From an optimization exercise on the open Yosys and OpenROAD flow, aimed at small area, a short achievable clock period and few clock cycles per item; shortcuts taken in it are not production practice.
Where RTL was checked, it was by simulation tests only, not by an equivalence proof against the original.
Power and IR drop assume default switching activity.

==> flow/design.v <==
package psb_pkg;
    localparam int NUM_SEM    = 8;
    localparam int MAX_TASKS  = 32;
    localparam int CNT_W      = 16;
    localparam int S_TDATA_W  = 48;
    localparam int M_TDATA_W  = 16;
    localparam int CFG_DATA_W = 64;
    localparam logic [1:0] ST_OK      = 2'd0;
    localparam logic [1:0] ST_BLOCKED = 2'd1;
    localparam logic [1:0] ST_REFUSED = 2'd2;
    localparam logic [1:0] ST_TIMEOUT = 2'd3;
endpackage
module psb_prienc (
    input  logic [31:0] vec,
    output logic [31:0] drop,
    output logic [5:0]  prio,
    output logic        two
);
    logic [31:0] s [6];    
    logic [31:0] above;    
    logic [31:0] top;
    logic [15:0] a1, t1;   
    logic [7:0]  a2, t2;
    logic [3:0]  a3, t3;
    logic [1:0]  a4, t4;
    always_comb begin
        s[0] = vec;
        for (int k = 0; k < 5; k++) begin
            for (int i = 0; i < 32; i++) begin
                if (((i >> k) & 1) == 0) s[k+1][i] = s[k][i] | s[k][((i >> k) + 1) << k];
                else                     s[k+1][i] = s[k][i];
            end
        end
        above = {1'b0, s[5][31:1]};
        drop  = vec & above;
        top   = vec & ~above;
        prio  = '0;
        for (int i = 0; i < 32; i++) begin
            prio = prio | ({6{top[i]}} & 6'(i + 1));
        end
        for (int i = 0; i < 16; i++) begin
            a1[i] = vec[2*i] | vec[2*i+1];
            t1[i] = vec[2*i] & vec[2*i+1];
        end
        for (int i = 0; i < 8; i++) begin
            a2[i] = a1[2*i] | a1[2*i+1];
            t2[i] = t1[2*i] | t1[2*i+1] | (a1[2*i] & a1[2*i+1]);
        end
        for (int i = 0; i < 4; i++) begin
            a3[i] = a2[2*i] | a2[2*i+1];
            t3[i] = t2[2*i] | t2[2*i+1] | (a2[2*i] & a2[2*i+1]);
        end
        for (int i = 0; i < 2; i++) begin
            a4[i] = a3[2*i] | a3[2*i+1];
            t4[i] = t3[2*i] | t3[2*i+1] | (a3[2*i] & a3[2*i+1]);
        end
        two = t4[0] | t4[1] | (a4[0] & a4[1]);
    end
endmodule
module psb_core (
    input  logic        aclk,
    input  logic        aresetn,
    input  logic        cfg_mask,     
    input  logic        cfg_counts,   
    input  logic [63:0] cfg_data,
    input  logic [2:0]  rd_sem,       
    input  logic [7:0]  rd_bank,      
    input  logic        ex_fire,
    input  logic [2:0]  sem,          
    input  logic [3:0]  plo,          
    input  logic [7:0]  phi,          
    input  logic        op_wait,      
    input  logic        op_block,     
    input  logic        op_sig,       
    input  logic        op_res,       
    output logic [1:0]  status,
    output logic        rel_valid,
    output logic [5:0]  rel_prio
);
    logic [7:0]  cmask_reg;
    logic [15:0] cnt_reg  [8];
    logic [31:0] mask_reg [8];
    logic [7:0]  any_reg;     
    logic [15:0] c;
    logic [31:0] b;
    logic        z, full, any, cm;
    logic [15:0] rc;
    logic [31:0] rb;
    logic [15:0] pz [5];
    logic [15:0] po [5];
    logic [15:0] lz, lo;
    logic        eq1, eqfe;
    logic [31:0] pbit;
    logic        hit;         
    logic [31:0] drop;
    logic [5:0]  top_prio;
    logic        two;
    logic        dec, inc, blk;
    logic [15:0] cnt_new;
    logic [31:0] mask_new;
    logic        z_new, full_new, any_new;
    logic        keep;
    logic [15:0] cnt_base;
    logic [31:0] mask_wd;
    logic        any_wd;
    logic        rany;
    logic        fwd;
    logic        rcm;
    logic [7:0]  rsel;
    always_ff @(posedge aclk) begin
        if (!aresetn) begin
            cmask_reg <= '0;
        end else if (cfg_mask) begin
            cmask_reg <= cfg_data[7:0];
        end
    end
    always_comb begin
        pz[0] = ~c;
        po[0] = c;
        for (int k = 0; k < 4; k++) begin
            for (int i = 0; i < 16; i++) begin
                if ((i >> k) & 1) begin
                    pz[k+1][i] = pz[k][i] & pz[k][((i >> k) << k) - 1];
                    po[k+1][i] = po[k][i] & po[k][((i >> k) << k) - 1];
                end else begin
                    pz[k+1][i] = pz[k][i];
                    po[k+1][i] = po[k][i];
                end
            end
        end
        lz = {pz[4][14:0], 1'b1};
        lo = {po[4][14:0], 1'b1};
    end
    assign eq1  = c[0] & (c[15:1] == 15'd0);
    assign eqfe = ~c[0] & (c[15:1] == 15'h7FFF);
    always_comb begin
        for (int i = 0; i < 32; i++) pbit[i] = plo[i % 4] & phi[i / 4];
    end
    assign hit = |(b & pbit);
    psb_prienc u_prienc (
        .vec  (b),
        .drop (drop),
        .prio (top_prio),
        .two  (two)
    );
    assign dec     = op_wait & ~z;
    assign inc     = op_sig & ~any & (cm ? ~full : z);
    assign blk     = op_block & z;
    assign cnt_new = c ^ (({16{dec}} & lz) | ({16{inc}} & lo));
    always_comb begin
        mask_new = b;
        if (op_sig)      mask_new = drop;
        else if (op_res) mask_new = b & ~pbit;
        else if (blk)    mask_new = b | pbit;
    end
    assign z_new    = dec ? eq1 : (z & ~inc);
    assign full_new = inc ? eqfe : (full & ~dec);
    assign any_new  = op_sig ? two :
                      op_res ? (two | (any & ~hit)) :
                      (any | blk);
    always_comb begin
        status = psb_pkg::ST_REFUSED;
        if (op_wait) begin
            if (!z)            status = psb_pkg::ST_OK;
            else if (op_block) status = psb_pkg::ST_BLOCKED;
        end else if (op_sig) begin
            if (any | inc)     status = psb_pkg::ST_OK;
        end else if (op_res) begin
            status = hit ? psb_pkg::ST_TIMEOUT : psb_pkg::ST_OK;
        end
    end
    assign rel_valid = op_sig & any;
    assign rel_prio  = op_sig ? top_prio : 6'd0;
    assign keep     = aresetn & ~cfg_counts;
    assign cnt_base = cnt_new & {16{keep}};
    assign mask_wd  = mask_new & {32{keep}};
    assign any_wd   = any_new & keep;
    for (genvar s = 0; s < 8; s++) begin : g_sem
        logic        we;
        logic [7:0]  bt;
        logic [15:0] cw;
        assign bt = cfg_data[8*s +: 8];
        assign we = ~aresetn | cfg_counts | (ex_fire & (sem == 3'(s)));
        assign cw[15:8] = cnt_base[15:8];
        assign cw[7:0]  = cfg_counts ?
                          {bt[7:1] & {7{cmask_reg[s]}}, cmask_reg[s] ? bt[0] : (bt != 8'd0)} :
                          cnt_base[7:0];
        always_ff @(posedge aclk) begin
            if (we) begin
                cnt_reg[s]  <= cw;
                mask_reg[s] <= mask_wd;
                any_reg[s]  <= any_wd;
            end
        end
    end
    assign fwd  = ex_fire & (rd_sem == sem);
    assign rsel = rd_bank;
    always_comb begin
        rc  = '0;
        rb  = '0;
        rcm = 1'b0;
        rany = 1'b0;
        for (int s = 0; s < 8; s++) begin
            rany = rany | (any_reg[s] & rsel[s]);
            rc  = rc  | (cnt_reg[s]  & {16{rsel[s]}});
            rb  = rb  | (mask_reg[s] & {32{rsel[s]}});
            rcm = rcm | (cmask_reg[s] & rsel[s]);
        end
    end
    always_ff @(posedge aclk) begin
        if (fwd) begin
            c    <= cnt_new;
            b    <= mask_new;
            z    <= z_new;
            full <= full_new;
            any  <= any_new;
        end else begin
            c    <= rc;
            b    <= rb;
            z    <= (rc == 16'd0);
            full <= (rc == 16'hFFFF);
            any  <= rany;
        end
        cm <= rcm;
    end
endmodule
module priority_semaphore_bank_top (
    input  logic         aclk,
    input  logic         aresetn,
    input  logic         s_tvalid,
    output logic         s_tready,
    input  logic [47:0]  s_tdata,
    output logic         m_tvalid,
    input  logic         m_tready,
    output logic [15:0]  m_tdata,
    input  logic         cfg_valid,
    output logic         cfg_ready,
    input  logic [0:0]   cfg_index,
    input  logic [63:0]  cfg_data
);
    typedef struct packed {
        logic [2:0] sem;
        logic [4:0] pidx;
        logic       op_wait;
        logic       op_block;
        logic       op_sig;
        logic       op_res;
    } req_t;
    logic       r_vld, x_vld, o0_vld, o1_vld;
    req_t       r_req, x_req, s_req;
    logic [8:0] o0, o1, rsp;
    logic       s_fire, x_fire, r_move, o_pop;
    logic       r_vld_n, x_vld_n, o0_vld_n, o1_vld_n, r_move_n;
    logic [7:0] bank_n, bank_sel;
    logic [3:0] x_plo;            
    logic [7:0] x_phi;
    logic [1:0] mode;
    logic [5:0] prio;
    logic       prio_ok, tmo_nz;
    logic [1:0] status;
    logic       rel_valid;
    logic [5:0] rel_prio;
    assign mode    = s_tdata[1:0];
    assign prio    = s_tdata[10:5];
    assign tmo_nz  = |s_tdata[42:11];
    assign prio_ok = (prio != 6'd0) && (prio <= 6'd32);
    assign s_req.sem      = s_tdata[4:2];
    assign s_req.pidx     = prio[4:0] - 5'd1;
    assign s_req.op_wait  = (mode == 2'd0);
    assign s_req.op_block = (mode == 2'd0) && tmo_nz && prio_ok;
    assign s_req.op_sig   = (mode == 2'd1);
    assign s_req.op_res   = (mode == 2'd2) && prio_ok;
    assign cfg_ready = 1'b1;
    assign x_fire   = x_vld && !o1_vld;
    assign r_move   = r_vld && (!x_vld || x_fire);
    assign s_tready = !r_vld || !x_vld || x_fire;
    assign s_fire   = s_tvalid && s_tready;
    assign o_pop    = o0_vld && m_tready;
    always_comb begin
        if (!aresetn) begin
            r_vld_n  = 1'b0;
            x_vld_n  = 1'b0;
            o0_vld_n = 1'b0;
            o1_vld_n = 1'b0;
        end else begin
            r_vld_n = s_fire || (r_vld && !r_move);
            x_vld_n = r_move || (x_vld && !x_fire);
            if (!o0_vld || o_pop) begin
                o0_vld_n = o1_vld || x_fire;
                o1_vld_n = 1'b0;
            end else begin
                o0_vld_n = o0_vld;
                o1_vld_n = o1_vld || x_fire;
            end
        end
        r_move_n = r_vld_n && (!x_vld_n || !o1_vld_n);
        bank_n   = 8'd1 << (r_move_n ? (s_fire ? s_req.sem : r_req.sem) :
                                       (r_move ? r_req.sem : x_req.sem));
    end
    always_ff @(posedge aclk) begin
        r_vld    <= r_vld_n;
        x_vld    <= x_vld_n;
        o0_vld   <= o0_vld_n;
        o1_vld   <= o1_vld_n;
        bank_sel <= bank_n;
    end
    assign rsp = {rel_prio, rel_valid, status};
    always_ff @(posedge aclk) begin
        if (s_fire) r_req <= s_req;
        if (r_move) begin
            x_req <= r_req;
            x_plo <= 4'd1 << r_req.pidx[1:0];
            x_phi <= 8'd1 << r_req.pidx[4:2];
        end
        if (!o0_vld || o_pop) begin
            o0 <= o1_vld ? o1 : rsp;
        end else if (!o1_vld) begin
            o1 <= rsp;
        end
    end
    psb_core u_core (
        .aclk       (aclk),
        .aresetn    (aresetn),
        .cfg_mask   (cfg_valid && (cfg_index == 1'b0)),
        .cfg_counts (cfg_valid && (cfg_index == 1'b1)),
        .cfg_data   (cfg_data),
        .rd_sem     (r_req.sem),
        .rd_bank    (bank_sel),
        .ex_fire    (x_fire),
        .sem        (x_req.sem),
        .plo        (x_plo),
        .phi        (x_phi),
        .op_wait    (x_req.op_wait),
        .op_block   (x_req.op_block),
        .op_sig     (x_req.op_sig),
        .op_res     (x_req.op_res),
        .status     (status),
        .rel_valid  (rel_valid),
        .rel_prio   (rel_prio)
    );
    assign m_tvalid = o0_vld;
    assign m_tdata  = {7'd0, o0};
endmodule
export LEC_CHECK = 0
export CAP_MARGIN = 20
export CORE_MARGIN = 2
export CORE_UTILIZATION = 40
export CTS_BUF_LIST = sky130_fd_sc_hd__clkbuf_8
export CTS_CLUSTER_DIAMETER = 80
export CTS_CLUSTER_SIZE = 16
export SETUP_SLACK_MARGIN = 2.7
export SLEW_MARGIN = 20
create_clock -name core_clock -period 5.0 [get_ports {aclk}]
standard.sh (not shown) runs the stock make flow with config.mk's settings and CLKGATE_MAP_FILE= SYNTH_SCRIPT=/design/flow/synth_recipe.tcl, a recipe that flattens the netlist after the stock synthesis.
==> flow/flow/run.sh <==
#!/bin/bash
# Own layout flow: the standard ORFS flow (standard.sh: the unchanged
# synthesis script and registers, the design's clock and constraints), with
# one setting added on the make command line: the port buffers that
# buffer_ports inserts on every input and output are sky130_fd_sc_hd__buf_2.
# make's output goes to standard.log in the work folder; ORFS writes each
# step's tool log under orfs/logs/.
set -euo pipefail
cd "$(dirname "$0")/.."
bash standard.sh "BUFFER_PORTS_ARGS=-buffer_cell sky130_fd_sc_hd__buf_2" finish > standard.log 2>&1
Testbench counts at the start, summed over its fixed seeds: cycles 19,296, items 19,200.
Next try:
--- a/flow/design.v
+++ b/flow/design.v
@@ -251,8 +251,9 @@
     logic [8:0] o0, o1, rsp;
     logic       s_fire, x_fire, r_move, o_pop;
     logic       r_vld_n, x_vld_n, o0_vld_n, o1_vld_n, r_move_n;
     logic [7:0] bank_n, bank_sel;
+    logic       take;
     logic [3:0] x_plo;            
     logic [7:0] x_phi;
     logic [1:0] mode;
     logic [5:0] prio;
@@ -272,10 +273,10 @@
     assign s_req.op_res   = (mode == 2'd2) && prio_ok;
     assign cfg_ready = 1'b1;
     assign x_fire   = x_vld && !o1_vld;
     assign r_move   = r_vld && (!x_vld || x_fire);
-    assign s_tready = !r_vld || !x_vld || x_fire;
-    assign s_fire   = s_tvalid && s_tready;
+    assign s_tready = take;
+    assign s_fire   = s_tvalid && take;
     assign o_pop    = o0_vld && m_tready;
     always_comb begin
         if (!aresetn) begin
             r_vld_n  = 1'b0;
@@ -302,8 +303,9 @@
         x_vld    <= x_vld_n;
         o0_vld   <= o0_vld_n;
         o1_vld   <= o1_vld_n;
         bank_sel <= bank_n;
+        take     <= !r_vld_n || !x_vld_n || !o1_vld_n;
     end
     assign rsp = {rel_prio, rel_valid, status};
     always_ff @(posedge aclk) begin
         if (s_fire) r_req <= s_req;
The changed run produced a clean layout.
Clock skew falls by 0.031 ns.
Routed wire length is lower by 1.2%.
Setup slack degrades by 0.056 ns.
Synthesized area went down by 0.67%.
Global-route usage drops by 0.12 points.
Core utilization rises by 0.73 points.
Clock power shrinks by about 2%.
Cell area is about the same.
Die area decreases by 0.66%.
Fmax fell by 2.2%.
Power goes down by 3.2%.
Count of clock-buffer cells in the layout falls by 2.
Function not checked in the second run of this note: the RTL went through the layout flow alone.


the reference run:
Starts from the design.v that is shown in full above.
==> flow/config.mk <==
export PLATFORM = sky130hd
export DESIGN_NAME = priority_semaphore_bank_top
export DESIGN_NICKNAME = priority_semaphore_bank_top
export VERILOG_FILES = /design/flow/design.v
export SDC_FILE = /design/flow/constraint.sdc
export NUM_CORES = 4
export LEC_CHECK = 0
export CAP_MARGIN = 20
export CORE_MARGIN = 2
export CORE_UTILIZATION = 40
export CTS_BUF_LIST = sky130_fd_sc_hd__clkbuf_8
export CTS_CLUSTER_DIAMETER = 80
export CTS_CLUSTER_SIZE = 16
export SETUP_SLACK_MARGIN = 2.7
export SLEW_MARGIN = 20
==> flow/constraint.sdc <==
create_clock -name core_clock -period 5.0 [get_ports {aclk}]
set_input_delay 1.0000 -clock core_clock [delete_from_list [all_inputs] [get_ports {aclk}]]
set_output_delay 1.0000 -clock core_clock [all_outputs]
set_load 0.01 [all_outputs]
==> flow/flow/run.sh <==
#!/bin/bash
# Own layout flow: the standard ORFS flow (standard.sh: the unchanged
# synthesis script and registers, the design's clock and constraints), with
# two settings added on the make command line:
#  - the slow OR3 / OR4 cells are marked don't-use, on top of the platform's
#    own list, so synthesis and repair build wide ORs from faster gates;
#  - the port buffers that buffer_ports inserts on every input and output are
#    sky130_fd_sc_hd__buf_2.
# make's output goes to standard.log in the work folder; ORFS writes each
# step's tool log under orfs/logs/.
set -euo pipefail
cd "$(dirname "$0")/.."

PLATFORM_DONT_USE="$(sed -n '/^export DONT_USE_CELLS += /,/^#/p' "$FLOW_HOME/platforms/sky130hd/config.mk" \
  | sed -e 's/export DONT_USE_CELLS += //' -e 's/\\//g' -e 's/^#.*//' | tr -s ' \n' ' ')"

EXTRA=""
for c in or3_1 or3_2 or3_4 or3b_1 or3b_2 or3b_4 \
         or4_1 or4_2 or4_4 or4b_1 or4b_2 or4b_4 or4bb_1 or4bb_2 or4bb_4; do
  EXTRA="$EXTRA sky130_fd_sc_hd__$c"
done

echo "DONT_USE_CELLS=$PLATFORM_DONT_USE $EXTRA" > dont_use.txt
bash standard.sh "DONT_USE_CELLS=$PLATFORM_DONT_USE $EXTRA" \
  "BUFFER_PORTS_ARGS=-buffer_cell sky130_fd_sc_hd__buf_2" finish > standard.log 2>&1
Testbench counts of the reference run, summed over its fixed seeds: cycles 19,296, items 19,200.
Input-level comparison between the trial run and the reference run:
-- flow/design.v --
<<< the reference run, line 253
    logic       r_vld_n, x_vld_n, o0_vld_n, o1_vld_n, r_move_n;
    logic [7:0] bank_n, bank_sel;
    logic [3:0] x_plo;            
    logic [7:0] x_phi;
>>> the trial run, line 253
    logic       r_vld_n, x_vld_n, o0_vld_n, o1_vld_n, r_move_n;
    logic [7:0] bank_n, bank_sel;
    logic       take;
    logic [3:0] x_plo;            
    logic [7:0] x_phi;
<<< the reference run, line 274
    assign x_fire   = x_vld && !o1_vld;
    assign r_move   = r_vld && (!x_vld || x_fire);
    assign s_tready = !r_vld || !x_vld || x_fire;
    assign s_fire   = s_tvalid && s_tready;
    assign o_pop    = o0_vld && m_tready;
    always_comb begin
>>> the trial run, line 275
    assign x_fire   = x_vld && !o1_vld;
    assign r_move   = r_vld && (!x_vld || x_fire);
    assign s_tready = take;
    assign s_fire   = s_tvalid && take;
    assign o_pop    = o0_vld && m_tready;
    always_comb begin
<<< the reference run, line 304
        o1_vld   <= o1_vld_n;
        bank_sel <= bank_n;
    end
    assign rsp = {rel_prio, rel_valid, status};
>>> the trial run, line 305
        o1_vld   <= o1_vld_n;
        bank_sel <= bank_n;
        take     <= !r_vld_n || !x_vld_n || !o1_vld_n;
    end
    assign rsp = {rel_prio, rel_valid, status};
--- outcome ---
Number of clock-tree buffers in the layout: the trial run vs the reference run down about 2.6%. Summary — number of clock buffers inserted by TritonCTS, the trial run relative to the reference run: lower, by about 2.6%. Relative to the reference run, the trial run degrades post-route standard cell area excluding fillers. The trial run against the reference run: global routing usage on met1 has remained practically unchanged; worst setup slack has increased; fmax went up. In the reports for the reference run and the trial run, the smaller wire length on met3 belongs to the reference run. Max clock group share of total power across the reference run and the trial run: the trial run. Going from the reference run to the trial run, the time the final worst path needs with I/O delays and setup was found to have gone down by 0.040 ns. As of the trial run, number of buffers outside the clock class in the layout had risen by a few percent compared to the reference run.
For the trial run, only the layout was checked, not whether the RTL still works.

==> port drivers added, routing unchanged <==
No port has a modelled driver above. Below, the same layouts with a new extraction and two added sets of constraints. Step 1 assumes that a clkbuf_16 drives the clock port and a buf_2 every other input. Step 2 times the ports against the registers' clock, not the clock port: input delays grow and output delays shrink by t, the midpoint of the rising clock arrivals with the driver on. Three values: ideal, step 1, step 2; two values: the first two.
run | t, ns | slack for setup (ns) | worst setup path at the end
the first run of note 1 | 0.688 | 2.544 / 2.488 / 2.032 | input to register
the second run of note 1 | 0.678 | 2.488 / 2.488 / 1.948 | input to register
the reference run | 0.675 | 2.619 / 2.566 / 2.157 | input to register
the trial run | 0.668 | 2.659 / 2.659 / 2.104 | input to register
After both steps every run listed still meets setup and hold. For the trial run, which loses most, drivers alone change the setup slack by 0.000 ns; drivers and shift together by -0.555 ns.
